Context: an optimization exercise on an open-source flow, tuned for small area, a short achievable clock period and few clock cycles. The choices shown serve that exercise and are no tape-out recipe.
No run shown here included a check of the RTL's function; only the layout flow was run.

==> flow/design.v <==
package rse_pkg;
	localparam int STACK_DEPTH = 64;
	localparam int WORD_W      = 32;
	localparam int SYM_W       = 8;
	localparam int CNT_W       = $clog2(STACK_DEPTH + 1);
	localparam logic [SYM_W-1:0] CH_PLUS  = 8'h2B;
	localparam logic [SYM_W-1:0] CH_MINUS = 8'h2D;
	localparam logic [SYM_W-1:0] CH_STAR  = 8'h2A;
	localparam logic [SYM_W-1:0] CH_SLASH = 8'h2F;
	localparam logic [SYM_W-1:0] CH_ZERO  = 8'h30;
	localparam logic [SYM_W-1:0] CH_NINE  = 8'h39;
endpackage
module rpn_stack_evaluator (
	input  logic                           clk,
	input  logic                           arst_n,
	input  logic                           s_tvalid,
	output logic                           s_tready,
	input  logic [rse_pkg::SYM_W-1:0]      s_tdata,    
	input  logic                           s_tlast,
	output logic                           m_tvalid,
	input  logic                           m_tready,
	output logic [rse_pkg::WORD_W-1:0]     m_tdata,    
	output logic                           m_tuser     
);
	localparam int W   = rse_pkg::WORD_W;
	localparam int D   = rse_pkg::STACK_DEPTH;
	localparam int CW  = rse_pkg::CNT_W;
	localparam int K   = 6;           
	localparam int R   = D - K;       
	localparam int PHW = 6;
	localparam logic [1:0] S_CH  = 2'd0;
	localparam logic [1:0] S_MUL = 2'd1;
	localparam logic [1:0] S_DIV = 2'd2;
	localparam logic [1:0] S_DNORM = 2'd3;
	function automatic logic [5:0] blen(input logic [W-1:0] x);
		blen = '0;
		for (int i = 0; i < W; i++) begin
			if (x[i]) begin
				blen = 6'(i + 1);
			end
		end
	endfunction
	function automatic logic [2:0] bdec(input logic [2:0] d);
		case (d)
			3'b001, 3'b010: bdec = 3'b001;
			3'b011:         bdec = 3'b010;
			3'b100:         bdec = 3'b110;
			3'b101, 3'b110: bdec = 3'b101;
			default:        bdec = 3'b000;
		endcase
	endfunction
	function automatic logic [W-1:0] bsel(input logic [2:0] c, input logic [W-1:0] m);
		logic [W-1:0] a;
		a = ({W{c[0]}} & m) | ({W{c[1]}} & {m[W-2:0], 1'b0});
		bsel = c[2] ? ~a : a;
	endfunction
	logic          rdy;
	logic          bv;
	logic          blast;
	logic          bdig;
	logic          bplus;
	logic          bminus;
	logic          bstar;
	logic          bslash;
	logic [3:0]    bdv;
	logic          in_take;
	logic          in_dig;
	logic          in_plus;
	logic          in_minus;
	logic          in_star;
	logic          in_slash;
	logic          ld_p;
	logic          pv;
	logic          plast;
	logic          pdig;
	logic          pplus;
	logic          pminus;
	logic          pstar;
	logic          pslash;
	logic [3:0]    pdv;
	logic [CW-1:0] cnt;
	logic          c1;       
	logic          c2;       
	logic          ck;       
	logic          ckm;      
	logic          cfull;    
	logic          fok;      
	logic          sok;      
	logic [CW-1:0] phf_n;
	logic          in_num;
	logic          neg;
	logic          drop;
	logic          pend;
	logic          err;
	logic [1:0]    st;
	logic [W*K-1:0] tc;
	logic [W*R-1:0] ring;
	logic [PHW-1:0] ph;
	logic [CW-1:0]  phf;     
	logic [W:0]    wm;
	logic [W-1:0]  wn;
	logic [W-1:0]  wz;
	logic [2:0]    bd0;
	logic [2:0]    bd1;
	logic          mlast;
	logic          qs;
	logic [5:0]    la;
	logic [5:0]    lb;
	logic          dz;
	logic [5:0]    itc;
	logic [W-1:0]  t0;
	logic [W-1:0]  t1;
	logic [W-1:0]  tk;
	logic [W-1:0]  rout;
	logic [W-1:0]  t0m;
	logic [W-1:0]  t1m;
	logic [CW-1:0] cnt_pop;
	logic          fill_ok;
	logic          spill_ok;
	logic          spill;
	logic          go;
	logic          in_ch;
	logic          psep;
	logic          keep_dig;
	logic          pd_sub;
	logic          op2;
	logic          pd_keep;
	logic          do_push;
	logic          do_drop;
	logic          do_acc;
	logic          do_pop;
	logic          do_hold;
	logic          do_sep;
	logic          do_close;
	logic          mul_fin;
	logic          div_fin;
	logic          t0_we;
	logic          consume;
	logic          alu_sub;
	logic [CW-1:0] cnt_n;
	logic          in_num_n;
	logic          neg_n;
	logic          drop_n;
	logic          pend_n;
	logic          err_n;
	logic [1:0]    st_n;
	logic [W-1:0]  alu_res;
	logic [W-1:0]  acc_x;
	logic [W-1:0]  acc_d;
	logic [W-1:0]  add_a;
	logic [W-1:0]  add_b;
	logic [W-1:0]  add_c;
	logic [W-1:0]  t0_new;
	logic [W-1:0]  pp0;
	logic [W-1:0]  pp1;
	logic [W-1:0]  mul_sum;
	logic          mswap;
	logic [W-1:0]  mn;
	logic [W-1:0]  abs_a;
	logic [W-1:0]  abs_b;
	logic [5:0]    l1;
	logic [5:0]    l0;
	logic [5:0]    dk;
	logic          bz;
	logic [W+1:0]  trial;
	logic          ge;
	logic [W-1:0]  qv;
	logic [W-2:0]  negz;
	logic [W-1:0]  div_res;
	assign t0      = tc[W-1:0];
	assign t1      = tc[2*W-1:W];
	assign tk      = tc[W*K-1:W*(K-1)];
	assign rout    = ring[W*R-1:W*(R-1)];
	assign t0m     = c1 ? t0 : '0;
	assign t1m     = c2 ? t1 : '0;
	assign cnt_pop = c2 ? (cnt - CW'(1)) : CW'(1);
	assign fill_ok  = ck || fok;
	assign spill_ok = ckm || sok;
	assign phf_n    = (ph == PHW'(R - 1)) ? CW'(K + 1) : (phf + CW'(1));
	assign alu_sub = pend || pminus;
	assign add_a   = pdig ? (acc_x << 3) : t1m;
	assign add_b   = pdig ? (acc_x << 1) : (alu_sub ? ~t0m : t0m);
	assign add_c   = pdig ? acc_d : W'(alu_sub);
	assign alu_res = add_a + add_b + add_c;
	assign acc_x   = in_num ? t0 : '0;
	assign acc_d   = (in_num ? neg : pend) ? (W'(0) - W'(pdv)) : W'(pdv);
	assign pp0     = bsel(bd0, wm[W-1:0]);
	assign pp1     = bsel(bd1, {wm[W-3:0], 2'b00});
	assign mul_sum = wz + pp0 + pp1 + W'(bd0[2]) + W'(bd1[2]);
	assign l1      = blen(t1m ^ {W{t1m[W-1]}});
	assign l0      = blen(t0m ^ {W{t0m[W-1]}});
	assign mswap   = (l1 < l0);
	assign mn      = mswap ? t1m : t0m;
	assign abs_a   = t1m[W-1] ? (W'(0) - t1m) : t1m;
	assign abs_b   = t0m[W-1] ? (W'(0) - t0m) : t0m;
	assign bz      = (t0m == '0);
	assign dk      = (dz || (la < lb)) ? 6'd0 : (la - lb);
	assign trial   = {2'b00, wn} - {1'b0, wm};
	assign ge      = !trial[W+1];
	assign qv      = {wz[W-2:0], ge};
	assign negz    = (W-1)'(0) - wz[W-2:0];
	always_comb begin
		if (dz) begin
			div_res = '0;
		end else if (!qs) begin
			div_res = qv;
		end else if (ge) begin
			div_res = {~wz[W-2:0], 1'b1};
		end else begin
			div_res = {negz, 1'b0};
		end
	end
	assign psep     = !(pdig || pplus || pminus || pstar || pslash);
	assign keep_dig = drop || (!in_num && cfull);
	always_comb begin
		case (st)
			S_MUL:   t0_new = mul_sum;
			S_DIV:   t0_new = div_res;
			default: begin
				if (pdig) begin
					t0_new = keep_dig ? t0 : alu_res;
				end else if (psep && !pend) begin
					t0_new = t0;
				end else begin
					t0_new = alu_res;
				end
			end
		endcase
	end
	assign go        = pv && !(plast && m_tvalid);
	assign in_ch     = go && (st == S_CH);
	assign pd_sub    = pend && !pdig;
	assign op2       = pplus || (pminus && plast);
	assign pd_keep   = op2 || pstar || pslash;
	assign do_push   = in_ch && pdig && !in_num && !cfull && spill_ok;
	assign do_drop   = in_ch && pdig && !in_num && cfull;
	assign do_acc    = in_ch && pdig && in_num;
	assign do_pop    = in_ch && fill_ok && (pd_sub || (!pend && pd_keep));
	assign do_hold   = in_ch && !pend && pminus && !plast;
	assign do_sep    = in_ch && !pend && psep;
	assign do_close  = do_hold || do_sep || (do_pop && !pend);
	assign mul_fin   = (st == S_MUL) && mlast;
	assign div_fin   = (st == S_DIV) && (itc == '0);
	assign spill     = do_push && !ckm;
	assign t0_we     = do_push || do_pop || (do_acc && !drop) || mul_fin || div_fin;
	assign consume   = do_push || do_drop || do_acc || do_hold || do_sep || mul_fin || div_fin
		|| (do_pop && (pend ? !pd_keep : op2));
	always_comb begin
		cnt_n    = cnt;
		in_num_n = in_num;
		neg_n    = neg;
		drop_n   = drop;
		pend_n   = pend;
		err_n    = err || (div_fin && dz);
		st_n     = st;
		if (do_push) begin
			cnt_n = cnt + CW'(1);
		end else if (do_pop) begin
			cnt_n = cnt_pop;
		end
		if (do_push || do_drop) begin
			in_num_n = 1'b1;
			neg_n    = pend;
			drop_n   = do_drop;
			pend_n   = 1'b0;
		end else if (do_close) begin
			in_num_n = 1'b0;
			neg_n    = 1'b0;
			drop_n   = 1'b0;
		end
		if (do_hold) begin
			pend_n = 1'b1;
		end else if (do_pop && pend) begin
			pend_n = pminus && !plast;
		end
		case (st)
			S_CH: begin
				if (do_pop && !pend && pstar) begin
					st_n = S_MUL;
				end else if (do_pop && !pend && pslash) begin
					st_n = S_DNORM;
				end
			end
			S_MUL:   st_n = mlast ? S_CH : S_MUL;
			S_DNORM: st_n = S_DIV;
			default: st_n = (itc == '0) ? S_CH : S_DIV;
		endcase
	end
	assign s_tready = rdy;
	assign in_take  = s_tvalid && rdy;
	assign in_dig   = (s_tdata >= rse_pkg::CH_ZERO) && (s_tdata <= rse_pkg::CH_NINE);
	assign in_plus  = (s_tdata == rse_pkg::CH_PLUS);
	assign in_minus = (s_tdata == rse_pkg::CH_MINUS);
	assign in_star  = (s_tdata == rse_pkg::CH_STAR);
	assign in_slash = (s_tdata == rse_pkg::CH_SLASH);
	assign ld_p     = !pv || consume;
	always_ff @(posedge clk) begin
		ring <= {ring[W*(R-1)-1:0], (spill ? tk : rout)};
		if (t0_we) begin
			tc[W-1:0] <= t0_new;
		end
		if (do_push) begin
			tc[W*K-1:W] <= tc[W*(K-1)-1:0];
		end else if (do_pop) begin
			tc[W*K-1:W] <= {rout, tc[W*K-1:2*W]};
		end
	end
	always_ff @(posedge clk) begin
		if (st == S_CH) begin
			wz <= '0;
			if (pstar) begin
				wm    <= {1'b0, mswap ? t0m : t1m};
				wn    <= mn;
				bd0   <= bdec({mn[1:0], 1'b0});
				bd1   <= bdec(mn[3:1]);
				mlast <= ((mswap ? l1 : l0) <= 6'd3);
			end else begin
				wn    <= abs_a;
				wm    <= {1'b0, abs_b};
				la    <= l1 + 6'(t1m[W-1]);
				lb    <= l0;
				qs    <= t1m[W-1] ^ t0m[W-1];
				dz    <= bz;
			end
		end else begin
			case (st)
				S_MUL: begin
					wm    <= {wm[W-4:0], 4'b0000};
					wn    <= {{4{wn[W-1]}}, wn[W-1:4]};
					wz    <= mul_sum;
					bd0   <= bdec(wn[5:3]);
					bd1   <= bdec(wn[7:5]);
					mlast <= (&wn[W-1:7]) || !(|wn[W-1:7]);
				end
				S_DNORM: begin
					wm  <= wm << dk;
					itc <= dk;
				end
				default: begin
					if (ge) begin
						wn <= trial[W-1:0];
					end
					wm  <= {1'b0, wm[W:1]};
					wz  <= qv;
					itc <= itc - 6'd1;
				end
			endcase
		end
	end
	always_ff @(posedge clk or negedge arst_n) begin
		if (!arst_n) begin
			rdy      <= 1'b0;
			bv       <= 1'b0;
			blast    <= 1'b0;
			bdig     <= 1'b0;
			bplus    <= 1'b0;
			bminus   <= 1'b0;
			bstar    <= 1'b0;
			bslash   <= 1'b0;
			bdv      <= '0;
			pv       <= 1'b0;
			plast    <= 1'b0;
			pdig     <= 1'b0;
			pplus    <= 1'b0;
			pminus   <= 1'b0;
			pstar    <= 1'b0;
			pslash   <= 1'b0;
			pdv      <= '0;
			cnt      <= '0;
			c1       <= 1'b0;
			c2       <= 1'b0;
			ck       <= 1'b1;
			ckm      <= 1'b1;
			cfull    <= 1'b0;
			fok      <= 1'b0;
			sok      <= 1'b0;
			in_num   <= 1'b0;
			neg      <= 1'b0;
			drop     <= 1'b0;
			pend     <= 1'b0;
			err      <= 1'b0;
			st       <= S_CH;
			ph       <= '0;
			phf      <= CW'(K + 1);
			m_tvalid <= 1'b0;
			m_tdata  <= '0;
			m_tuser  <= 1'b0;
		end else begin
			ph  <= (ph == PHW'(R - 1)) ? '0 : (ph + PHW'(1));
			phf <= phf_n;
			if (ld_p) begin
				if (bv) begin
					pv     <= 1'b1;
					plast  <= blast;
					pdig   <= bdig;
					pplus  <= bplus;
					pminus <= bminus;
					pstar  <= bstar;
					pslash <= bslash;
					pdv    <= bdv;
				end else begin
					pv     <= in_take;
					plast  <= s_tlast;
					pdig   <= in_dig;
					pplus  <= in_plus;
					pminus <= in_minus;
					pstar  <= in_star;
					pslash <= in_slash;
					pdv    <= s_tdata[3:0];
				end
			end
			if (in_take && (bv || !ld_p)) begin
				blast  <= s_tlast;
				bdig   <= in_dig;
				bplus  <= in_plus;
				bminus <= in_minus;
				bstar  <= in_star;
				bslash <= in_slash;
				bdv    <= s_tdata[3:0];
			end
			bv  <= ld_p ? (bv && in_take) : (bv || in_take);
			rdy <= !((ld_p ? (bv || in_take) : 1'b1) && (ld_p ? (bv && in_take) : (bv || in_take)));
			st <= st_n;
			if (consume && plast) begin
				m_tvalid <= 1'b1;
				m_tdata  <= (err_n || (!c1 && !t0_we)) ? '0 : t0_new;
				m_tuser  <= err_n;
				cnt      <= '0;
				c1       <= 1'b0;
				c2       <= 1'b0;
				ck       <= 1'b1;
				ckm      <= 1'b1;
				cfull    <= 1'b0;
				fok      <= (phf_n == '0);
				sok      <= (phf_n == CW'(1));
				in_num   <= 1'b0;
				neg      <= 1'b0;
				drop     <= 1'b0;
				pend     <= 1'b0;
				err      <= 1'b0;
			end else begin
				if (m_tready) begin
					m_tvalid <= 1'b0;
				end
				cnt    <= cnt_n;
				c1     <= (cnt_n != '0);
				c2     <= (cnt_n > CW'(1));
				ck     <= (cnt_n <= CW'(K));
				ckm    <= (cnt_n < CW'(K));
				cfull  <= (cnt_n == CW'(D));
				fok    <= (cnt_n == phf_n);
				sok    <= (cnt_n == (phf_n - CW'(1)));
				in_num <= in_num_n;
				neg    <= neg_n;
				drop   <= drop_n;
				pend   <= pend_n;
				err    <= err_n;
			end
		end
	end
endmodule
==> flow/flow/run.sh <==
#!/bin/bash
set -euo pipefail
bash standard.sh SETUP_SLACK_MARGIN=6 finish > flow_make.log 2>&1
==> flow/standard.sh <==
#!/bin/bash
# synth_recipe.tcl (not shown) runs the flow's synth.tcl, then flattens the netlist and writes it again
# the make line also repeats each setting of config.mk as NAME=value (left out here)
make -C /OpenROAD-flow-scripts/flow DESIGN_CONFIG=/design/flow/config.mk WORK_HOME=/design/flow/orfs CLKGATE_MAP_FILE= SYNTH_SCRIPT=/design/flow/synth_recipe.tcl "${@:-finish}"
==> flow/config.mk <==
export PLATFORM = sky130hd
export DESIGN_NAME = rpn_stack_evaluator
export DESIGN_NICKNAME = rpn_stack_evaluator
export VERILOG_FILES = /design/flow/design.v
export SDC_FILE = /design/flow/constraint.sdc
export NUM_CORES = 4
export LEC_CHECK = 0
export CAP_MARGIN = 20
export CORE_MARGIN = 2
export CORE_UTILIZATION = 40
export CTS_CLUSTER_DIAMETER = 100
export CTS_CLUSTER_SIZE = 25
export SLEW_MARGIN = 20
export TNS_END_PERCENT = 5
==> flow/constraint.sdc <==
create_clock -name core_clock -period 10.0 [get_ports {clk}]
set_input_delay 2.0000 -clock core_clock [delete_from_list [all_inputs] [get_ports {clk}]]
set_output_delay 2.0000 -clock core_clock [all_outputs]
set_load 0.01 [all_outputs]
==> notes.md, run 1 <==
Max Cap Viol 0; post-route antenna net violation count 0; post-place instance area 75,700 sq um; GRT Util Overall 21.0%; cell area after synthesis 72,500 sq um; Worst-Skew Late Latency 0.77 ns; Syn Nets between 6,000 and 7,000; CTS Sinks 2,262; worst-margin pin slew roughly 1.3 ns; routed vias 46,800; total grt overflow 0; IO Port Bufs 47; CTS tree done; DR pass1 iterations 8; Yosys top cell by area dfxtp_1; worst flop-to-flop path endpoint m_tdata[20]$_DFFE_PN0P_; Top Family by Delay on Critical Path simple AND/OR/NAND/NOR gates; sequential area share after synthesis between 60% and 70%; Final Skew roughly 0.05 ns; layout cells sized above 1 12.8%; number of I/O pins 48; Final Critical Period 4.36 ns; CTS buffer count 108; Hold Path Class reg2reg; RSZ-0062 raised after global routing yes; clk slew on worst S/H paths 0.11 ns; Initial Util 40.2%; largest net degree at the start of global routing approximately 160; Non-Filler Instances 8,763; routed len/inst 22.7 microns; Root Driver clkbuf_16; Reg2Reg Launch Point wm[29]$_DFF_P_; Critical Path Fanout Max 13; reg2reg setup slack 5.64 ns; top cells by area, synth dfxtp_1, edfxtp_1, nand2_1; Placed Cells 8,414; Die X between 400 and 500 microns; Crit-path slowest cell dfxtp_1; Die Ht 430 microns; Slew Viols, Final 0; Final HPWL DP 130,000 microns; synth warn 1; H-tree depth 3; Worst Hold Slack about 0.30 ns; Detailed Route Iter0 Violations approximately 4,800; Post-synth top cells dfxtp_1, nand2_1, clkbuf_1; Placeable Area 181,000 sq um; max_slew headroom 14.6%; Bufs and invs on worst path 2; Layout Nets 6,551; Cells after Synth 6,263; CP max stage delay 0.64 ns; Avg Vias per Cell 5.33; run status finished clean; Synth cell types 89; DRC viols 0; Placer Congestion 0.956; Final setup violation count 0; top-area cell type share of the netlist area 53.0%; number of global-route vias before repair 45,400; Finished Cell Area 82,800 sq um; total negative setup slack 0 ns; Arrival @ worst endpoint 5.04 ns; Area Growth Syn to Fin 14.1%; most frequent cell after synthesis dfxtp_1; Setup crit end kind flip-flop; FMAX 229 MHz; FF-to-FF path depth 12; die area roughly 180,000 sq um; CTS Hold Bufs 0; crit path kind reg2reg; Main synth FF type dfxtp_1; beginning of the worst hold path ring[1110]$_DFF_P_; worst hold stages 0; Async SR Flop Fraction 4.02%; EDFF count, synth 250; final hold violation count 0; critical path cell sequence inv_1, ha_1, and3b_1, o21ai_0, o22ai_1, buf_4, or3_4, or4_4, or4_1, mux2_2, o211a_1, o31ai_2; Avg Synthesized Cell Area 11.6 sq um; Period Utilization, post-route 43.6%; total wire length 199,000 microns; first-pass GRT wire length 295,000 microns; clock buffer depth 3; CP startpoint kind flip-flop; Hold Path End ring[1142]$_DFF_P_; worst path required time between 10 and 15 ns; register bit total from synthesis 2,262; initial antenna violation count 4; Rows 156
-- final cells by class --
cell class | instances | area, sq um
fill | 16400 | 97800
inverter | 164 | 638
multi-input combinational | 3488 | 24400
clock inverter | 22 | 354
sequential | 2262 | 48300
tap | 2370 | 2970
timing repair buffer | 325 | 3280
antenna | 1 | 2.50
clock buffer | 131 | 2830
-- logic make-up (layout without fill, tap and decap cells) --
| group | Yosys count | in the layout | share of synthesized area [%] |
|---|---|---|---|
| AOI/OAI and AO/OA | 1204 | 1206 | 10.9 |
| xor gates and xnor gates | 259 | 259 | 3.15 |
| adders and majority gates | 189 | 189 | 3.92 |
| buffers and inverters | 518 | 642 | 2.69 |
| DFF | 2262 | 2262 | 66.5 |
| muxes | 164 | 164 | 2.49 |
| other | 0 | 1 | 0 |
| and+or+nand+nor | 1667 | 1670 | 10.3 |
-- worst reg2reg max path, cell delays in order, from the launching register on --
cell     delay [ns]
dfxtp_1        0.64
inv_1          0.28
ha_1           0.42
and3b_1        0.21
o21ai_0        0.07
o22ai_1        0.10
buf_4          0.21
or3_4          0.49
or4_4          0.60
or4_1          0.44
mux2_2         0.27
o211a_1        0.30
o31ai_2        0.26
-- through the flow --
step / util, % / setup slack, ns
global route: 45.8 / 5.57
CTS: 45.4 / 5.75
detailed placement: 41.9 / 4.20
floorplan: - / 5.64
finish: 45.8 / 5.64
global placement: 41.9 / 4.16
-- flip-flops by register name (all words and copies together) (netlist names), 4 cells and up --
name / count
bdv: 4
pdv: 4
m_tdata: 32
la: 6
wm: 33
ring: 1856
ph: 6
tc: 192
phf: 7
lb: 5
cnt: 7
wn: 32
wz: 32
itc: 6
-- placed cells by master (no fill, tap or decap), drive strengths merged, types with 18 or more instances in the layout --
| cell | Yosys | final |
|---|---|---|
| xor2 | 84 | 84 |
| o22ai | 36 | 36 |
| a21oi | 250 | 250 |
| and2 | 37 | 39 |
| and3 | 38 | 38 |
| a221oi | 26 | 26 |
| o41ai | 19 | 19 |
| a22oi | 77 | 77 |
| a2111oi | 23 | 23 |
| edfxtp | 250 | 250 |
| ha | 125 | 125 |
| nor3 | 96 | 96 |
| xnor2 | 174 | 174 |
| nand3 | 103 | 103 |
| a211oi | 42 | 42 |
| clkdlybuf4s50 | 0 | 46 |
| o21ai | 315 | 315 |
| o31ai | 59 | 59 |
| clkbuf | 315 | 131 |
| nor4 | 40 | 40 |
| nor2b | 25 | 25 |
| fa | 64 | 64 |
| o21a | 28 | 28 |
| inv | 163 | 170 |
| or3 | 25 | 25 |
| nand4 | 33 | 33 |
| nand2b | 44 | 44 |
| nor3b | 19 | 19 |
| dfrtp | 86 | 86 |
| nor2 | 287 | 288 |
| a21o | 39 | 39 |
| dfxtp | 1921 | 1921 |
| buf | 39 | 268 |
| a31oi | 63 | 63 |
| mux2 | 53 | 53 |
| mux2i | 103 | 103 |
| o211ai | 35 | 35 |
| nand2 | 846 | 846 |
| or2 | 18 | 18 |
-- how the worst max path moves through the flow --
| stage | from | end | slack [ns] | depth (start not counted) |
|---|---|---|---|---|
| 2_1_floorplan | tc[31]$_DFFE_PP_ | wn[25]$_DFFE_PP_ | 5.64 | 19 |
| 3_3_place_gp | c2$_DFF_PN0_ | m_tdata[23]$_DFFE_PN0P_ | 4.16 | 14 |
| 3_5_place_dp | c2$_DFF_PN0_ | m_tdata[23]$_DFFE_PN0P_ | 4.20 | 14 |
| 4_1_cts | pend$_DFFE_PN0P_ | m_tdata[22]$_DFFE_PN0P_ | 5.75 | 16 |
| 5_1_grt | wm[29]$_DFF_P_ | m_tdata[20]$_DFFE_PN0P_ | 5.57 | 12 |
| 6_report | wm[29]$_DFF_P_ | m_tdata[20]$_DFFE_PN0P_ | 5.64 | 12 |
-- timing repair --
action | in CTS | in global routing
gates cloned | 18 | 0
gates resized for setup | 339 | 86
endpoints found under the setup margin | 534 | 182
pin swaps | 118 | 52
setup buffers | 156 | 20
-- per-layer routing --
| layer | vias up | track usage [%] | part of all wire (%) |
|---|---|---|---|
| met5 | - | 0 | 0.021 |
| met4 | 6 | 9.74 | 5.0 |
| met3 | 415 | 4.15 | 7.5 |
| met2 | 1756 | 31.2 | 43 |
| met1 | 22900 | 29.3 | 45 |
| li1 | 21700 | - | - |
==> run 2, diff against run 1 <==
--- a/flow/design.v
+++ b/flow/design.v
@@ -147,7 +147,4 @@
 	logic [W-1:0]  alu_res;
-	logic [W-1:0]  acc_x;
 	logic [W-1:0]  acc_d;
-	logic [W-1:0]  add_a;
-	logic [W-1:0]  add_b;
-	logic [W-1:0]  add_c;
+	logic [W-1:0]  acc_res;
 	logic [W-1:0]  t0_new;
@@ -180,8 +177,5 @@
 	assign alu_sub = pend || pminus;
-	assign add_a   = pdig ? (acc_x << 3) : t1m;
-	assign add_b   = pdig ? (acc_x << 1) : (alu_sub ? ~t0m : t0m);
-	assign add_c   = pdig ? acc_d : W'(alu_sub);
-	assign alu_res = add_a + add_b + add_c;
-	assign acc_x   = in_num ? t0 : '0;
+	assign alu_res = t1m + (alu_sub ? ~t0m : t0m) + W'(alu_sub);
 	assign acc_d   = (in_num ? neg : pend) ? (W'(0) - W'(pdv)) : W'(pdv);
+	assign acc_res = (t0 << 3) + (t0 << 1) + acc_d;
 	assign pp0     = bsel(bd0, wm[W-1:0]);
@@ -220,3 +214,3 @@
 				if (pdig) begin
-					t0_new = keep_dig ? t0 : alu_res;
+					t0_new = keep_dig ? t0 : (in_num ? acc_res : acc_d);
 				end else if (psep && !pend) begin
==> run 2 against run 1 <==
Effect of this change: still clean; via count increased by 1.4%; flip-flop and latch count unchanged; sequential share of layout area increased by 0.36 points; first-iteration DRC count increased by 0.21%; clock skew decreased by 0.00094 ns; critical path depth increased by 6; worst hold slack got worse by 0.0054 ns; critical endpoint is now m_tdata[26]$_DFFE_PN0P_; highest routed layer unchanged.
==> notes.md, run 2 <==
run status finished clean (unchanged); worst flop-to-flop path endpoint m_tdata[26]$_DFFE_PN0P_ (was m_tdata[20]$_DFFE_PN0P_); number of I/O pins 48 (unchanged); FF-to-FF path depth 18 (was 12); Avg Vias per Cell 5.30 (was 5.33); Reg2Reg Launch Point pdv[0]$_DFFE_PN0N_ (was wm[29]$_DFF_P_); Rows 157 (was 156); Critical Path Fanout Max 8 (was 13); Area Growth Syn to Fin 11.9% (was 14.1%); first-pass GRT wire length 289,000 microns (was 295,000 microns); Placeable Area 183,000 sq um (was 181,000 sq um); CP startpoint kind flip-flop (unchanged); most frequent cells in the layout dfxtp_1, nand2_1, a21oi_1 (was dfxtp_1, nand2_1, nor2_1); pre-CTS setup slack 4.34 ns (was 4.20 ns); initial antenna violation count 9 (was 4); final worst slack 5.61 ns (was 5.64 ns); clock buffer depth 3 (unchanged); post-route antenna net violation count 0 (unchanged); worst-margin pin slew 1.17 ns (was 1.28 ns); Final Critical Period 4.39 ns (was 4.36 ns); clk slew on worst S/H paths 0.10 ns (was 0.11 ns); Arrival @ worst endpoint 5.05 ns (was 5.04 ns); worst path required time 10.66 ns (was 10.68 ns); Most flops, register ring (unchanged); Post-synth top cells dfxtp_1, nand2_1, a21oi_1 (was dfxtp_1, nand2_1, clkbuf_1); Placer Congestion 0.995 (was 0.956); Period Utilization, post-route 43.9% (was 43.6%); beginning of the worst hold path ring[1043]$_DFF_P_ (was ring[1110]$_DFF_P_); cell area after synthesis 73,500 sq um (was 72,500 sq um); Avg Synthesized Cell Area 11.4 sq um (was 11.6 sq um); total wire length 193,000 microns (was 199,000 microns); H-tree depth 3 (unchanged); Final Skew 0.0491 ns (was 0.0501 ns); synth warn 1 (unchanged); max FFs per register 1,856 (unchanged); biggest regs ring: 1856 flops, tc: 192 flops, wm: 33 flops (unchanged); max_slew headroom 22.2% (was 14.6%); RSZ-0062 raised after global routing yes (unchanged); Main synth FF type dfxtp_1 (unchanged); Setup crit end kind flip-flop (unchanged); reg2reg setup slack 5.61 ns (was 5.64 ns); worst hold stages 0 (unchanged); Detailed Route Iter0 Violations 4,761 (was 4,751); Die X 433 microns (was 430 microns); GRT Util Overall 20.3% (was 21.0%); Syn Nets 6,648 (was 6,465); CTS buffer count 106 (was 108); layout cells sized above 1 9.74% (was 12.8%); post-place instance area 76,500 sq um (was 75,700 sq um); number of global-route vias before repair 45,100 (was 45,400); total grt overflow 0 (unchanged); Root Driver clkbuf_16 (unchanged); top cells by area, synth dfxtp_1, edfxtp_1, nand2_1 (unchanged); Final setup violation count 0 (unchanged); Initial Util 40.2% (about the same); Worst-Skew Late Latency 0.78 ns (was 0.77 ns); die area 187,000 sq um (was 185,000 sq um); Synth cell types 93 (was 89); most frequent cell after synthesis dfxtp_1 (unchanged); register bit total from synthesis 2,262 (unchanged); routed len/inst 21.6 microns (was 22.7 microns); Slew Viols, Final 0 (unchanged); CTS Hold Bufs 0 (unchanged); Layout Nets 6,659 (was 6,551); largest net degree at the start of global routing 113 (was 161); Hold Path End ring[1075]$_DFF_P_ (was ring[1142]$_DFF_P_); IO Port Bufs 47 (unchanged); Final HPWL DP 130,000 microns (about the same); EDFF count, synth 250 (unchanged); Hold Path Class reg2reg (unchanged); routed vias 47,400 (was 46,800); top-area cell type share of the netlist area 52.3% (was 53.0%); Cells after Synth 6,417 (was 6,263); CTS tree done (unchanged); DR pass1 iterations 9 (was 8); most common cell after layout, fill and taps aside dfxtp_1 (unchanged); Max Cap Viol 0 (unchanged); Finished Cell Area 82,200 sq um (was 82,800 sq um); DRC viols 0 (unchanged); Core Util, Final 45.0% (was 45.8%); sequential area share after synthesis 65.7% (was 66.5%); final hold violation count 0 (unchanged); CTS Sinks 2,262 (unchanged); Yosys top cell by area dfxtp_1 (unchanged); crit path kind reg2reg (unchanged); total negative setup slack 0 ns (unchanged); Die Ht 433 microns (was 430 microns); FMAX 228 MHz (was 229 MHz); Async SR Flop Fraction 4.02% (unchanged)
-- run 2: cell types whose count changed in the layout (fill, tap and decap cells not counted), sizes merged, moves of 31 or more --
| cell | delta |
|---|---|
| mux2i | -51 |
| buf | -73 |
| a21oi | +85 |
| inv | +37 |
| o21ai | -45 |
| ha | +31 |
-- run 2: cell type report --
class,count,area [sq um]
Sequential cell,2262,48300
Fill cell,16800,101000
Antenna cell,2,5.00
Timing Repair Buffer,252,2590
Inverter,200,758
Clock buffer,127,2730
Tap cell,2464,3080
Clock inverter,23,407
Multi-Input combinational cell,3606,24400
-- run 2: through the flow --
| step | std cells | hold WS [ns] |
|---|---|---|
| 6_report | 8936 | 0.294 |
| 5_1_grt | 8934 | 0.302 |
| 4_1_cts | 8916 | 0.290 |
| 3_5_place_dp | 8666 | 0.312 |
| 3_3_place_gp | 8666 | 0.310 |
| 2_1_floorplan | 6417 | 0.310 |
-- run 2: per-layer routing --
metal,vias to the layer above,GRT usage (%),share of wire (%)
met5,-,0,0.033
met4,10,10.1,5.3
met3,415,3.45,7.2
met2,1760,29.0,42
met1,23200,29.4,46
li1,22000,-,-
-- run 2: timing repair --
| item | 4_1_cts | 5_1_grt |
|---|---|---|
| setup buffers | 88 | 16 |
| pin swaps | 39 | 43 |
| gates cloned | 12 | 1 |
| resized for setup | 162 | 125 |
| endpoints found under the setup margin | 259 | 279 |
-- run 2: worst max-delay path: stages (launching register included) --
cell and delay (ns):
dfrtp_2 0.44, inv_2 0.07, ha_4 0.12, or3b_4 0.37, nor2b_4 0.15, buf_12 0.15, buf_12 0.14, fa_1 0.52
ha_4 0.23, a21oi_2 0.16, o21ai_2 0.07, a221o_1 0.41, o211ai_1 0.24, a21oi_2 0.15, mux2i_1 0.16, a21oi_2 0.25
a2111oi_4 0.07, a311o_2 0.40, a22o_1 0.19
-- run 2: worst max path at each step --
| stage | depth (start not counted) | end | slack [ns] | start |
|---|---|---|---|---|
| 2_1_floorplan | 17 | tc[30]$_DFFE_PP_ | 5.70 | pdv[1]$_DFFE_PN0N_ |
| 3_3_place_gp | 16 | wn[7]$_DFFE_PP_ | 4.38 | tc[31]$_DFFE_PP_ |
| 3_5_place_dp | 16 | wn[7]$_DFFE_PP_ | 4.34 | tc[31]$_DFFE_PP_ |
| 4_1_cts | 16 | m_tdata[25]$_DFFE_PN0P_ | 5.54 | bd1[0]$_DFFE_PP_ |
| 5_1_grt | 18 | wm[23]$_DFF_P_ | 5.45 | tc[63]$_DFFE_PP_ |
| 6_report | 18 | m_tdata[26]$_DFFE_PN0P_ | 5.61 | pdv[0]$_DFFE_PN0N_ |
-- run 2: kinds of logic (layout without fill, tap and decap cells) --
group | count (synthesis) | after routing | synth area share [%]
xor+xnor | 303 | 303 | 3.61
fa+ha+maj | 218 | 218 | 4.35
other cells | 0 | 2 | 0
mux | 100 | 100 | 1.46
flops | 2262 | 2262 | 65.7
simple gates | 1678 | 1679 | 10.2
compound gates | 1305 | 1306 | 11.9
buf+inv | 551 | 602 | 2.86
==> run 3, diff against run 2 <==
==> flow/flow/run.sh (replaced) <==
#!/bin/bash
set -euo pipefail
bash standard.sh SETUP_SLACK_MARGIN=6.25 finish > flow_make.log 2>&1
==> run 3 against run 2 <==
Effect of this change: still clean on timing, DRC and antenna; register-to-register slack improved by 0.02 ns; synthesized cell count unchanged; die area unchanged; wire length is 0.11% higher; clock skew up 0.031 ns; utilization is 0.13 points higher; synthesized area unchanged; critical path type unchanged.
==> notes.md, run 3 <==
run status finished clean (unchanged); sequential area share after synthesis 65.7% (unchanged); number of global-route vias before repair 45,000 (was 45,100); Placer Congestion 0.988 (was 0.995); CTS buffer count 107 (was 106); most common cell after layout, fill and taps aside dfxtp_1 (unchanged); Synth cell types 93 (unchanged); Rows 157 (unchanged); CP max stage delay 0.52 ns (about the same); total wire length 194,000 microns (was 193,000 microns); worst-margin pin slew 1.10 ns (was 1.17 ns); register bit total from synthesis 2,262 (unchanged); total grt overflow 0 (unchanged); Hold Path Class reg2reg (unchanged); Top Family by Delay on Critical Path compound AO/OA/AOI/OAI gates (unchanged); die area 187,000 sq um (unchanged); Avg Synthesized Cell Area 11.4 sq um (unchanged); Syn Nets 6,648 (unchanged); Worst-Skew Late Latency 0.81 ns (was 0.78 ns); Most flops, register ring (unchanged); WP depth 17 (was 18); Area Growth Syn to Fin 12.2% (was 11.9%); RSZ-0062 raised after global routing yes (unchanged); Final setup violation count 0 (unchanged); biggest regs ring: 1856 flops, tc: 192 flops, wm: 33 flops (unchanged); clk slew on worst S/H paths 0.10 ns (about the same); FMAX 229 MHz (was 228 MHz); reg2reg setup slack 5.63 ns (was 5.61 ns); fill count 16,700 (was 16,800); GRT Util Overall 20.2% (was 20.3%); Slew Viols, Final 0 (unchanged); FF-to-FF path depth 17 (was 18); beginning of the worst hold path ring[1025]$_DFF_P_ (was ring[1043]$_DFF_P_); Setup crit end kind flip-flop (unchanged); met3 Usage GRT 3.58% (was 3.45%); CP startpoint kind flip-flop (unchanged); post-place instance area 76,600 sq um (was 76,500 sq um); IO Port Bufs 47 (unchanged); Root Driver clkbuf_16 (unchanged); Async SR Flop Fraction 4.02% (unchanged); number of I/O pins 48 (unchanged); most frequent cell after synthesis dfxtp_1 (unchanged); CTS tree done (unchanged); largest net degree at the start of global routing 110 (was 113); Arrival @ worst endpoint 5.12 ns (was 5.05 ns); layout cells sized above 1 10.5% (was 9.74%); crit path kind reg2reg (unchanged); clock buffer depth 3 (unchanged); top-area cell type share of the netlist area 52.3% (unchanged); DRC viols 0 (unchanged); Post-synth top cells dfxtp_1, nand2_1, a21oi_1 (unchanged); worst hold stages 0 (unchanged); Cells after Synth 6,417 (unchanged); Die X 433 microns (unchanged); Final Critical Period 4.37 ns (was 4.39 ns); Detailed Route Iter0 Violations 5,161 (was 4,761); Bufs and invs on worst path 2 (was 3); Yosys top cell by area dfxtp_1 (unchanged); multi-input logic area 24,700 sq um (was 24,400 sq um); first-pass GRT wire length 289,000 microns (about the same); most crowded layer after global routing met2 (was met1); routed vias 47,200 (was 47,400); Max Cap Viol 0 (unchanged); most frequent cells in the layout dfxtp_1, nand2_1, a21oi_1 (unchanged); top cells by area, synth dfxtp_1, edfxtp_1, nand2_1 (unchanged); max_slew headroom 26.9% (was 22.2%); H-tree depth 3 (unchanged); initial antenna violation count 6 (was 9); CTS Sinks 2,262 (unchanged); Avg Vias per Cell 5.28 (was 5.30); EDFF count, synth 250 (unchanged); Main synth FF type dfxtp_1 (unchanged); post-route antenna net violation count 0 (unchanged); cell area after synthesis 73,500 sq um (unchanged); Worst Hold Slack 0.278 ns (was 0.294 ns); Critical Path Fanout Max 5 (was 8); max FFs per register 1,856 (unchanged); Layout Nets 6,664 (was 6,659); Period Utilization, post-route 43.7% (was 43.9%); Crit-path slowest cell o311ai_0 (was fa_1); critical path cell sequence inv_1, ha_1, or3b_4, buf_4, nor2b_4, fa_1, ha_1, a21o_1, a2111oi_4, o21ai_4, nand2_1, o21ai_0, xnor2_1, o311ai_0, a21oi_1, a21oi_1, a22o_1 (was inv_2, ha_4, or3b_4, nor2b_4, buf_12, buf_12, fa_1, ha_4, a21oi_2, o21ai_2, a221o_1, o211ai_1, a21oi_2, mux2i_1, a21oi_2, a2111oi_4, a311o_2, a22o_1); Reg2Reg Launch Point pdv[1]$_DFFE_PN0N_ (was pdv[0]$_DFFE_PN0N_); final hold violation count 0 (unchanged); met2 GRT Util 30.0% (was 29.0%); CTS Hold Bufs 0 (unchanged); Final Skew 0.0797 ns (was 0.0491 ns); Initial Util 40.2% (unchanged); Finished Cell Area 82,500 sq um (was 82,200 sq um); Placeable Area 183,000 sq um (unchanged); Hold Path End ring[1057]$_DFF_P_ (was ring[1075]$_DFF_P_); routed len/inst 21.7 microns (was 21.6 microns); total negative setup slack 0 ns (unchanged); Final HPWL DP 130,000 microns (about the same); synth warn 1 (unchanged); GRT met1 Usage 28.9% (was 29.4%); Die Ht 433 microns (unchanged); Reg area 48,300 sq um (about the same); DR pass1 iterations 8 (was 9); worst flop-to-flop path endpoint m_tdata[23]$_DFFE_PN0P_ (was m_tdata[26]$_DFFE_PN0P_); worst path required time 10.76 ns (was 10.66 ns)
[run 3: cell types whose count changed in the layout (fill, tap and decap cells not counted), sizes merged]
cell    change
inv         +2
bufbuf      -3
buf         +9
nor2b       +1
clkinv      -4
[run 3: layout make-up]
class	count	area share (%)
diodes	2	0.00607
clock buffers	130	3.40
clock inverters	21	0.448
inverters	200	0.920
multi-input cells	3607	30.0
flip-flops and latches	2262	58.5
well taps	2464	3.74
repair buffers	255	2.99
[run 3: worst max path at each step]
stage | slack [ns] | to | from
6_report | 5.63 | m_tdata[23]$_DFFE_PN0P_ | pdv[1]$_DFFE_PN0N_
3_5_place_dp | 4.33 | wn[7]$_DFFE_PP_ | tc[31]$_DFFE_PP_
4_1_cts | 5.67 | tc[8]$_DFFE_PP_ | c2$_DFF_PN0_
2_1_floorplan | 5.74 | tc[30]$_DFFE_PP_ | pdv[1]$_DFFE_PN0N_
5_1_grt | 5.46 | m_tdata[26]$_DFFE_PN0P_ | pdv[1]$_DFFE_PN0N_
3_3_place_gp | 4.29 | wn[7]$_DFFE_PP_ | c1$_DFF_PN0_
[run 3: worst register-to-register path, delay by kind of cell (launching register included)]
family	cells	cell delay (ns)
flops	1	0.42
buf+inv	2	0.23
simple gates	3	0.68
compound gates	8	1.87
fa+ha+maj	3	0.96
xor+xnor	1	0.17
[run 3: cell families after synthesis]
logic type / Yosys count / synth area share, %
buffers and inverters: 551 / 2.86
multiplexers: 100 / 1.46
AND/OR/NAND/NOR: 1678 / 10.2
adder cells (fa/ha/maj): 218 / 4.35
AO/OA/AOI/OAI: 1305 / 11.9
XOR/XNOR: 303 / 3.61
flip-flops: 2262 / 65.7
[run 3: what timing repair did]
item	4_1_cts	5_1_grt
endpoints found under the setup margin	405	409
gates resized for setup	144	168
hold endpoints to repair	0	0
gates cloned	11	1
buffers inserted	64	55
pin swaps	32	59
[run 3: stage by stage]
step | cells | setup WS [ns] | util, %
after floorplan | 6417 | 5.74 | -
after global placement | 8656 | 4.29 | 41.9
after detailed placement | 8657 | 4.33 | 41.9
after CTS | 8883 | 5.67 | 44.4
after global routing | 8939 | 5.46 | 45.1
final | 8941 | 5.63 | 45.1
[run 3: metal layers]
| metal | up-vias | wire, microns |
|---|---|---|
| li1 | 22100 | - |
| met1 | 23000 | 88300 |
| met2 | 1746 | 82100 |
| met3 | 411 | 14000 |
| met4 | 8 | 9170 |
| met5 | - | 42 |
==> run 4, diff against run 3 <==
--- a/flow/design.v
+++ b/flow/design.v
@@ -33,3 +33,2 @@
 	localparam logic [1:0] S_DIV = 2'd2;
-	localparam logic [1:0] S_DNORM = 2'd3;
 	function automatic logic [5:0] blen(input logic [W-1:0] x);
@@ -99,3 +98,4 @@
 	logic [CW-1:0]  phf;     
-	logic [W:0]    wm;
+	logic [W+1:0]  wm;
+	logic          bneg;    
 	logic [W-1:0]  wn;
@@ -107,3 +107,2 @@
 	logic [5:0]    la;
-	logic [5:0]    lb;
 	logic          dz;
@@ -147,4 +146,7 @@
 	logic [W-1:0]  alu_res;
+	logic [W-1:0]  acc_x;
 	logic [W-1:0]  acc_d;
-	logic [W-1:0]  acc_res;
+	logic [W-1:0]  add_a;
+	logic [W-1:0]  add_b;
+	logic [W-1:0]  add_c;
 	logic [W-1:0]  t0_new;
@@ -156,3 +158,2 @@
 	logic [W-1:0]  abs_a;
-	logic [W-1:0]  abs_b;
 	logic [5:0]    l1;
@@ -177,5 +178,8 @@
 	assign alu_sub = pend || pminus;
-	assign alu_res = t1m + (alu_sub ? ~t0m : t0m) + W'(alu_sub);
+	assign add_a   = pdig ? (acc_x << 3) : t1m;
+	assign add_b   = pdig ? (acc_x << 1) : (alu_sub ? ~t0m : t0m);
+	assign add_c   = pdig ? acc_d : W'(alu_sub);
+	assign alu_res = add_a + add_b + add_c;
+	assign acc_x   = in_num ? t0 : '0;
 	assign acc_d   = (in_num ? neg : pend) ? (W'(0) - W'(pdv)) : W'(pdv);
-	assign acc_res = (t0 << 3) + (t0 << 1) + acc_d;
 	assign pp0     = bsel(bd0, wm[W-1:0]);
@@ -188,6 +192,6 @@
 	assign abs_a   = t1m[W-1] ? (W'(0) - t1m) : t1m;
-	assign abs_b   = t0m[W-1] ? (W'(0) - t0m) : t0m;
 	assign bz      = (t0m == '0);
-	assign dk      = (dz || (la < lb)) ? 6'd0 : (la - lb);
-	assign trial   = {2'b00, wn} - {1'b0, wm};
+	assign la      = l1 + 6'(t1m[W-1]);
+	assign dk      = (bz || (la < l0)) ? 6'd0 : (la - l0);
+	assign trial   = bneg ? ({2'b00, wn} + wm) : ({2'b00, wn} - wm);
 	assign ge      = !trial[W+1];
@@ -214,3 +218,3 @@
 				if (pdig) begin
-					t0_new = keep_dig ? t0 : (in_num ? acc_res : acc_d);
+					t0_new = keep_dig ? t0 : alu_res;
 				end else if (psep && !pend) begin
@@ -274,3 +278,3 @@
 				end else if (do_pop && !pend && pslash) begin
-					st_n = S_DNORM;
+					st_n = S_DIV;
 				end
@@ -278,3 +282,2 @@
 			S_MUL:   st_n = mlast ? S_CH : S_MUL;
-			S_DNORM: st_n = S_DIV;
 			default: st_n = (itc == '0) ? S_CH : S_DIV;
@@ -305,3 +308,3 @@
 			if (pstar) begin
-				wm    <= {1'b0, mswap ? t0m : t1m};
+				wm    <= {2'b00, mswap ? t0m : t1m};
 				wn    <= mn;
@@ -312,5 +315,5 @@
 				wn    <= abs_a;
-				wm    <= {1'b0, abs_b};
-				la    <= l1 + 6'(t1m[W-1]);
-				lb    <= l0;
+				wm    <= {{2{t0[W-1]}}, t0} << dk;
+				itc   <= dk;
+				bneg  <= t0[W-1];
 				qs    <= t1m[W-1] ^ t0m[W-1];
@@ -321,3 +324,3 @@
 				S_MUL: begin
-					wm    <= {wm[W-4:0], 4'b0000};
+					wm    <= {wm[W-3:0], 4'b0000};
 					wn    <= {{4{wn[W-1]}}, wn[W-1:4]};
@@ -328,6 +331,2 @@
 				end
-				S_DNORM: begin
-					wm  <= wm << dk;
-					itc <= dk;
-				end
 				default: begin
@@ -336,3 +335,3 @@
 					end
-					wm  <= {1'b0, wm[W:1]};
+					wm  <= {wm[W+1], wm[W+1:1]};
 					wz  <= qv;
==> flow/flow/run.sh (replaced) <==
#!/bin/bash
set -euo pipefail
bash standard.sh SETUP_SLACK_MARGIN=6 finish > flow_make.log 2>&1
==> run 4 against run 3 <==
Effect of this change: first-iteration DRC count fell by 21%; utilization up 0.62 points; worst hold slack better by 0.019 ns; final cell count down 5.5%; die area shrank 3.5%; synthesized area shrank 3.6%; highest routed layer unchanged.
==> notes.md, run 4 <==
run status finished clean (unchanged); number of global-route vias before repair 41,600 (was 45,000); Max Cap Viol 0 (unchanged); initial antenna violation count 4 (was 6); Yosys top cell by area dfxtp_1 (unchanged); Avg Vias per Cell 5.18 (was 5.28); clock buffer depth 3 (unchanged); DR pass1 iterations 7 (was 8); synth warn 1 (unchanged); total wire length 183,000 microns (was 194,000 microns); Die Ht 425 microns (was 433 microns); Area Growth Syn to Fin 13.6% (was 12.2%); most frequent cells in the layout dfxtp_1, nand2_1, nor2_1 (was dfxtp_1, nand2_1, a21oi_1); Hold Path Class reg2reg (unchanged); most frequent cell after synthesis dfxtp_1 (unchanged); worst-margin pin slew 1.18 ns (was 1.10 ns); total grt overflow 0 (unchanged); worst hold stages 0 (unchanged); Die X 425 microns (was 433 microns); CTS buffer count 106 (was 107); worst path required time 10.63 ns (was 10.76 ns); Setup crit end kind flip-flop (unchanged); sequential area share after synthesis 67.7% (was 65.7%); die area 180,000 sq um (was 187,000 sq um); Most flops, register ring (unchanged); max_slew headroom 21.2% (was 26.9%); Critical Path Fanout Max 8 (was 5); Cells after Synth 5,972 (was 6,417); Non-Filler Instances 8,447 (was 8,941); post-route antenna net violation count 0 (unchanged); largest net degree at the start of global routing 97 (was 110); Arrival @ worst endpoint 5.65 ns (was 5.12 ns); most common cell after layout, fill and taps aside dfxtp_1 (unchanged); first-pass GRT wire length 269,000 microns (was 289,000 microns); FMAX 199 MHz (was 229 MHz); crit path kind reg2reg (unchanged); number of I/O pins 48 (unchanged); Synth cell types 96 (was 93); GRT Util Overall 19.7% (was 20.2%); CTS Hold Bufs 0 (unchanged); CTS tree done (unchanged); Initial Util 40.2% (about the same); clk slew on worst S/H paths 0.10 ns (about the same); H-tree depth 3 (unchanged); Root Driver clkbuf_16 (unchanged); Slew Viols, Final 0 (unchanged); final hold violation count 0 (unchanged); CTS Sinks 2,253 (was 2,262); final worst slack 4.99 ns (was 5.63 ns); Syn Nets 6,172 (was 6,648); FF-to-FF path depth 24 (was 17); post-place instance area 73,900 sq um (was 76,600 sq um); RSZ-0062 raised after global routing yes (unchanged); Final Critical Period 5.01 ns (was 4.37 ns); Post-synth top cells dfxtp_1, nand2_1, a21oi_1 (unchanged); biggest regs ring: 1856 flops, tc: 192 flops, wm: 34 flops (was ring: 1856 flops, tc: 192 flops, wm: 33 flops); Worst-Skew Late Latency 0.81 ns (about the same); register bit total from synthesis 2,253 (was 2,262); routed vias 43,700 (was 47,200); Worst Hold Slack 0.297 ns (was 0.278 ns); routed len/inst 21.6 microns (was 21.7 microns); max FFs per register 1,856 (unchanged); Placed Cells 8,122 (was 8,657); Period Utilization, post-route 50.1% (was 43.7%); Core Util, Final 45.7% (was 45.1%); Finished Cell Area 80,500 sq um (was 82,500 sq um); IO Port Bufs 47 (unchanged); DRC viols 0 (unchanged); Async SR Flop Fraction 4.04% (was 4.02%); Avg Synthesized Cell Area 11.9 sq um (was 11.4 sq um); Detailed Route Iter0 Violations 4,053 (was 5,161); Placeable Area 176,000 sq um (was 183,000 sq um); Layout Nets 6,266 (was 6,664); layout cells sized above 1 12.1% (was 10.5%); Final HPWL DP 120,000 microns (was 130,000 microns); Final setup violation count 0 (unchanged); Placer Congestion 0.996 (was 0.988); top cells by area, synth dfxtp_1, edfxtp_1, nand2_1 (unchanged); Final Skew 0.0647 ns (was 0.0797 ns); top-area cell type share of the netlist area 54.3% (was 52.3%); total negative setup slack 0 ns (unchanged); CP startpoint kind flip-flop (unchanged); Rows 154 (was 157); pre-CTS setup slack 3.82 ns (was 4.33 ns); cell area after synthesis 70,800 sq um (was 73,500 sq um); Main synth FF type dfxtp_1 (unchanged); EDFF count, synth 241 (was 250)
-- run 4: final cells by class --
cell class	count	area, sq um
antenna	2	5.00
clock buffer	127	2760
clock inverter	20	400
fill	16200	95600
inverter	177	679
multi-input combinational	3236	22600
sequential	2253	48000
tap	2340	2930
timing repair buffer	292	3110
-- run 4: cell families (layout without fill, tap and decap cells) --
family | count (synthesis) | in the layout | share of synthesized area (%)
AOI/OAI and AO/OA | 1031 | 1033 | 9.52
adders and majority gates | 187 | 187 | 3.98
muxes | 217 | 217 | 3.15
other | 0 | 2 | 0
buffers and inverters | 487 | 616 | 2.67
DFF | 2253 | 2253 | 67.7
and+or+nand+nor | 1503 | 1505 | 9.32
xor gates and xnor gates | 294 | 294 | 3.65
-- run 4: what timing repair did --
item	CTS	global route
gates resized for setup	217	149
setup endpoints to repair	347	282
cloned	17	8
hold endpoints to repair	0	0
pin swaps	37	66
buffers inserted	87	61
-- run 4: per-layer routing --
metal / vias to the layer above / global-route usage, % / routed length, microns
li1: 20400 / - / -
met1: 21200 / 28.0 / 82600
met2: 1643 / 27.9 / 74600
met3: 472 / 4.36 / 14700
met4: 2 / 10.2 / 10900
met5: - / 0 / 20
-- run 4: worst max-delay path: stages (launching register included) --
cell,delay (ns)
edfxtp_1,0.58
buf_6,0.21
a21oi_2,0.06
o21bai_1,0.13
o31a_1,0.17
o221ai_2,0.10
a221oi_2,0.27
o221ai_1,0.16
a31oi_1,0.20
o221a_2,0.21
o21ai_2,0.06
a21oi_4,0.19
buf_4,0.14
ha_1,0.21
nor2b_1,0.13
o21ai_1,0.18
a21boi_1,0.11
o21a_1,0.22
or3_4,0.35
a21boi_4,0.29
buf_4,0.17
buf_6,0.10
nor3_4,0.06
buf_4,0.23
a211o_1,0.33
-- run 4: path summary, 6_finish.rpt --
check	startpoint	end	slack (ns)
hold reg to reg	ring[380]$_DFF_P_	ring[412]$_DFF_P_	0.30
max in group asynchronous	arst_n	c2$_DFF_PN0_	7.61
hold / removal	ring[380]$_DFF_P_	ring[412]$_DFF_P_	0.30
setup / recovery	tc[2]$_DFFE_PP_	wm[32]$_DFF_P_	4.99
min in group asynchronous	arst_n	bdv[3]$_DFFE_PN0P_	1.21
setup reg to reg	tc[2]$_DFFE_PP_	wm[32]$_DFF_P_	4.99
==> run 5, diff against run 4 <==
--- a/flow/design.v
+++ b/flow/design.v
@@ -33,2 +33,3 @@
 	localparam logic [1:0] S_DIV = 2'd2;
+	localparam logic [1:0] S_DNORM = 2'd3;
 	function automatic logic [5:0] blen(input logic [W-1:0] x);
@@ -107,2 +108,3 @@
 	logic [5:0]    la;
+	logic [5:0]    lb;
 	logic          dz;
@@ -155,2 +157,5 @@
 	logic [W-1:0]  mul_sum;
+	logic [W-1:0]  mcs_s;
+	logic [W-1:0]  pp1x;
+	logic [W-1:0]  mcs_c;
 	logic          mswap;
@@ -185,4 +190,7 @@
 	assign pp0     = bsel(bd0, wm[W-1:0]);
-	assign pp1     = bsel(bd1, {wm[W-3:0], 2'b00});
-	assign mul_sum = wz + pp0 + pp1 + W'(bd0[2]) + W'(bd1[2]);
+	assign pp1x    = bsel(bd1, wm[W-1:0]);
+	assign pp1     = {pp1x[W-3:0], bd1[2], bd1[2]};
+	assign mcs_s   = wz ^ pp0 ^ pp1;
+	assign mcs_c   = (wz & pp0) | (wz & pp1) | (pp0 & pp1);
+	assign mul_sum = mcs_s + {mcs_c[W-2:0], bd0[2]} + W'(bd1[2]);
 	assign l1      = blen(t1m ^ {W{t1m[W-1]}});
@@ -193,4 +201,3 @@
 	assign bz      = (t0m == '0);
-	assign la      = l1 + 6'(t1m[W-1]);
-	assign dk      = (bz || (la < l0)) ? 6'd0 : (la - l0);
+	assign dk      = (dz || (la < lb)) ? 6'd0 : (la - lb);
 	assign trial   = bneg ? ({2'b00, wn} + wm) : ({2'b00, wn} - wm);
@@ -278,3 +285,3 @@
 				end else if (do_pop && !pend && pslash) begin
-					st_n = S_DIV;
+					st_n = S_DNORM;
 				end
@@ -282,2 +289,3 @@
 			S_MUL:   st_n = mlast ? S_CH : S_MUL;
+			S_DNORM: st_n = S_DIV;
 			default: st_n = (itc == '0) ? S_CH : S_DIV;
@@ -310,9 +318,10 @@
 				wn    <= mn;
-				bd0   <= bdec({mn[1:0], 1'b0});
-				bd1   <= bdec(mn[3:1]);
-				mlast <= ((mswap ? l1 : l0) <= 6'd3);
+				bd0   <= mswap ? bdec({t1m[1:0], 1'b0}) : bdec({t0m[1:0], 1'b0});
+				bd1   <= mswap ? bdec(t1m[3:1]) : bdec(t0m[3:1]);
+				mlast <= mswap ? (l1 <= 6'd3) : (l0 <= 6'd3);
 			end else begin
 				wn    <= abs_a;
-				wm    <= {{2{t0[W-1]}}, t0} << dk;
-				itc   <= dk;
+				wm    <= {{2{t0[W-1]}}, t0};
+				la    <= l1 + 6'(t1m[W-1]);
+				lb    <= l0;
 				bneg  <= t0[W-1];
@@ -323,2 +332,6 @@
 			case (st)
+				S_DNORM: begin
+					wm  <= wm << dk;
+					itc <= dk;
+				end
 				S_MUL: begin
--- a/flow/config.mk
+++ b/flow/config.mk
@@ -13,2 +13 @@
 export SLEW_MARGIN = 20
-export TNS_END_PERCENT = 5
==> run 5 against run 4 <==
Effect of this change: still clean on timing, DRC and antenna; clock skew up 0.0024 ns; final cell count up 3.6%; worst hold slack worse by 0.0060 ns.
==> notes.md, run 5 <==
final hold violation count 0 (unchanged); Final setup violation count 0 (unchanged); Placer Congestion 0.944 (was 0.996); number of global-route vias before repair 44,000 (was 41,600); CTS tree done (unchanged); biggest regs ring: 1856 flops, tc: 192 flops, wm: 34 flops (unchanged); register bit total from synthesis 2,264 (was 2,253); first-pass GRT wire length 288,000 microns (was 269,000 microns); synth warn 1 (unchanged); Layout Nets 6,560 (was 6,266); total grt overflow 0 (unchanged); Reg2Reg Launch Point wm[2]$_DFF_P_ (was tc[2]$_DFFE_PP_); Hold Path Class reg2reg (unchanged); Avg Vias per Cell 5.28 (was 5.18); Non-Filler Instances 8,754 (was 8,447); layout cells sized above 1 17.3% (was 12.1%); total wire length 195,000 microns (was 183,000 microns); run status finished clean (unchanged); most frequent cells in the layout dfxtp_1, nand2_1, nor2_1 (unchanged); multi-input logic area 25,900 sq um (was 22,600 sq um); Max Cap Viol 0 (unchanged); initial antenna violation count 7 (was 4); max_slew headroom 14.7% (was 21.2%); Main synth FF type dfxtp_1 (unchanged); post-route antenna net violation count 0 (unchanged); Reg area 48,400 sq um (was 48,000 sq um); EDFF count, synth 252 (was 241); sequential area share after synthesis 67.0% (was 67.7%); CP startpoint kind flip-flop (unchanged); Arrival @ worst endpoint 5.32 ns (was 5.65 ns); top cells by area, synth dfxtp_1, edfxtp_1, nand2_1 (unchanged); Root Driver clkbuf_16 (unchanged); most common cell after layout, fill and taps aside dfxtp_1 (unchanged); CTS Hold Bufs 0 (unchanged); routed vias 46,200 (was 43,700); die area 184,000 sq um (was 180,000 sq um); Post-synth top cells dfxtp_1, nand2_1, clkbuf_1 (was dfxtp_1, nand2_1, a21oi_1); Placed Cells 8,321 (was 8,122); Final HPWL DP 126,000 microns (was 120,000 microns); Initial Util 40.3% (was 40.2%); cell area after synthesis 72,100 sq um (was 70,800 sq um); Setup crit end kind flip-flop (unchanged); Crit-path slowest cell or4_4 (was edfxtp_1); H-tree depth 3 (unchanged); fill count 16,100 (was 16,200); Syn Nets 6,384 (was 6,172); most frequent cell after synthesis dfxtp_1 (unchanged); Avg Synthesized Cell Area 11.7 sq um (was 11.9 sq um); Async SR Flop Fraction 4.02% (was 4.04%); GRT Util Overall 20.6% (was 19.7%); total negative setup slack 0 ns (unchanged); routed len/inst 22.3 microns (was 21.6 microns); DR pass1 iterations 9 (was 7); reg2reg setup slack 5.21 ns (was 4.99 ns); Worst-Skew Late Latency 0.78 ns (was 0.81 ns); Final Skew 0.0671 ns (was 0.0647 ns); worst flop-to-flop path endpoint tc[30]$_DFFE_PP_ (was wm[32]$_DFF_P_); top-area cell type share of the netlist area 53.3% (was 54.3%); RSZ-0062 raised after global routing yes (unchanged); worst path required time 10.54 ns (was 10.63 ns); DRC viols 0 (unchanged); largest net degree at the start of global routing 86 (was 97); IO Port Bufs 47 (unchanged); crit path kind reg2reg (unchanged); Period Utilization, post-route 47.9% (was 50.1%); Most flops, register ring (unchanged); CTS buffer count 107 (was 106); Yosys top cell by area dfxtp_1 (unchanged); Rows 155 (was 154); Slew Viols, Final 0 (unchanged); Final Critical Period 4.79 ns (was 5.01 ns); number of I/O pins 48 (unchanged); worst-margin pin slew 1.27 ns (was 1.18 ns); Die Ht 429 microns (was 425 microns); critical path cell sequence or4_4, nor3_4, and2_4, nor2b_4, a21oi_2, xor2_1, ha_1, and3_4, nand3_4, nand3b_1, a21oi_2, nor3_4, buf_12, a211oi_4, buf_12, buf_12, buf_16, a41oi_2, xor2_1, a21oi_2, nor2_1 (was buf_6, a21oi_2, o21bai_1, o31a_1, o221ai_2, a221oi_2, o221ai_1, a31oi_1, o221a_2, o21ai_2, a21oi_4, buf_4, ha_1, nor2b_1, o21ai_1, a21boi_1, o21a_1, or3_4, a21boi_4, buf_4, buf_6, nor3_4, buf_4, a211o_1); Detailed Route Iter0 Violations 4,199 (was 4,053); max FFs per register 1,856 (unchanged); Core Util, Final 47.7% (was 45.7%); Cells after Synth 6,181 (was 5,972); CP max stage delay 0.53 ns (was 0.58 ns); worst hold stages 0 (unchanged); clock buffer depth 3 (unchanged); Hold Path End ring[1841]$_DFF_P_ (was ring[412]$_DFF_P_); CTS Sinks 2,264 (was 2,253); Area Growth Syn to Fin 18.2% (was 13.6%); beginning of the worst hold path ring[1809]$_DFF_P_ (was ring[380]$_DFF_P_); FF-to-FF path depth 21 (was 24); Placeable Area 179,000 sq um (was 176,000 sq um); Die X 429 microns (was 425 microns); clk slew on worst S/H paths 0.11 ns (was 0.10 ns); Synth cell types 98 (was 96); Critical Path Fanout Max 15 (was 8); FMAX 209 MHz (was 199 MHz)
[run 5: cell types whose count changed after synthesis, sizes merged, moves of 15 or more]
| cell | before | now |
|---|---|---|
| nor3 | 64 | 106 |
| inv | 177 | 115 |
| a41oi | 9 | 27 |
| buf | 64 | 49 |
| nor3b | 8 | 26 |
| mux2i | 169 | 101 |
| clkbuf | 246 | 297 |
| nand2 | 831 | 894 |
| a21oi | 259 | 293 |
[run 5: how the worst max path moves through the flow]
| stage | cells past startpoint | slack, ns | end | startpoint |
|---|---|---|---|---|
| after floorplan | 18 | 5.63 | m_tdata[16]$_DFFE_PN0P_ | wm[0]$_DFF_P_ |
| after detailed placement | 17 | 4.34 | m_tdata[16]$_DFFE_PN0P_ | wm[3]$_DFF_P_ |
| after global routing | 18 | 5.05 | tc[6]$_DFFE_PP_ | wm[8]$_DFF_P_ |
| after CTS | 21 | 5.24 | tc[1]$_DFFE_PP_ | wm[8]$_DFF_P_ |
| final | 21 | 5.21 | tc[30]$_DFFE_PP_ | wm[2]$_DFF_P_ |
| after global placement | 17 | 4.41 | m_tdata[16]$_DFFE_PN0P_ | wm[3]$_DFF_P_ |
[run 5: kinds of logic after synthesis]
| group | count (synthesis) | share of synthesized area (%) |
|---|---|---|
| flops | 2264 | 67.0 |
| mux | 158 | 2.32 |
| buf+inv | 463 | 2.44 |
| simple gates | 1684 | 10.4 |
| fa+ha+maj | 190 | 3.98 |
| xor+xnor | 276 | 3.37 |
| compound gates | 1146 | 10.4 |
[run 5: layout make-up]
| cell class | count | area share (%) |
|---|---|---|
| antenna | 2 | 0.00587 |
| timing repair buffer | 407 | 5.10 |
| multi-input combinational | 3460 | 30.4 |
| tap | 2355 | 3.46 |
| clock buffer | 125 | 3.22 |
| clock inverter | 24 | 0.549 |
| sequential | 2264 | 56.8 |
| inverter | 117 | 0.527 |
[run 5: through the flow]
stage	setup slack [ns]	area (sq um)	hold slack [ns]
floorplan	5.63	72700	0.310
global placement	4.41	75400	0.309
detailed placement	4.34	75400	0.312
CTS	5.24	83000	0.296
global route	5.05	85200	0.311
finish	5.21	85200	0.291
[run 5: what timing repair did]
item,CTS,global route
resized for setup,509,272
buffers inserted,171,87
setup endpoints to repair,258,271
pin swaps,146,179
gates cloned,23,0
[run 5: routing by layer]
| layer | vias up | routed length (microns) | global-route usage (%) |
|---|---|---|---|
| li1 | 21500 | - | - |
| met1 | 22700 | 88500 | 29.1 |
| met2 | 1607 | 82800 | 30.4 |
| met3 | 428 | 13200 | 3.67 |
| met4 | 8 | 10400 | 9.89 |
| met5 | - | 55 | 0 |
[run 5: critical path: cells and delay by family, from the launching register on]
kind,cells,cell delay (ns)
AND/OR/NAND/NOR,9,1.87
AO/OA/AOI/OAI,5,0.93
buffers and inverters,4,0.54
flip-flops,1,0.43
XOR/XNOR,2,0.40
adder cells (fa/ha/maj),1,0.34

==> static timing again, ports no longer ideal <==
The results above use ideal ports. As a check the final layouts listed here were re-extracted and re-timed, cells and wires unchanged.
Step 1 (the two cells are an assumption about what drives the block):
set clk [get_ports {clk}]
set_driving_cell -lib_cell sky130_fd_sc_hd__clkbuf_16 $clk
set_driving_cell -lib_cell sky130_fd_sc_hd__buf_2 [delete_from_list [all_inputs] $clk]
Step 2 adds t to the input delays and takes it off the output delays; t is the mean of the earliest and latest rising clock arrival at the registers after step 1. Input paths then give back, and output paths get back, about the clock's delay inside the block.
Three values: no drivers, after step 1, after step 2; two values: the first two.
| run | t (ns) | setup slack, ns | hold WS [ns] | worst register clock-pin slew, ns |
|---|---|---|---|---|
| run 1 | 0.827 | 5.641 / 5.641 / 5.641 | 0.300 / 0.300 / 0.300 | 0.11 / 0.11 |
| run 2 | 0.838 | 5.611 / 5.611 / 5.611 | 0.294 / 0.294 / 0.294 | 0.11 / 0.11 |
| run 3 | 0.846 | 5.633 / 5.633 / 5.633 | 0.278 / 0.278 / 0.278 | 0.12 / 0.12 |
| run 4 | 0.854 | 4.986 / 4.986 / 4.986 | 0.297 / 0.297 / 0.297 | 0.11 / 0.11 |
| run 5 | 0.832 | 5.215 / 5.215 / 5.215 | 0.291 / 0.291 / 0.291 | 0.11 / 0.11 |
After both steps every run listed still meets setup and hold.
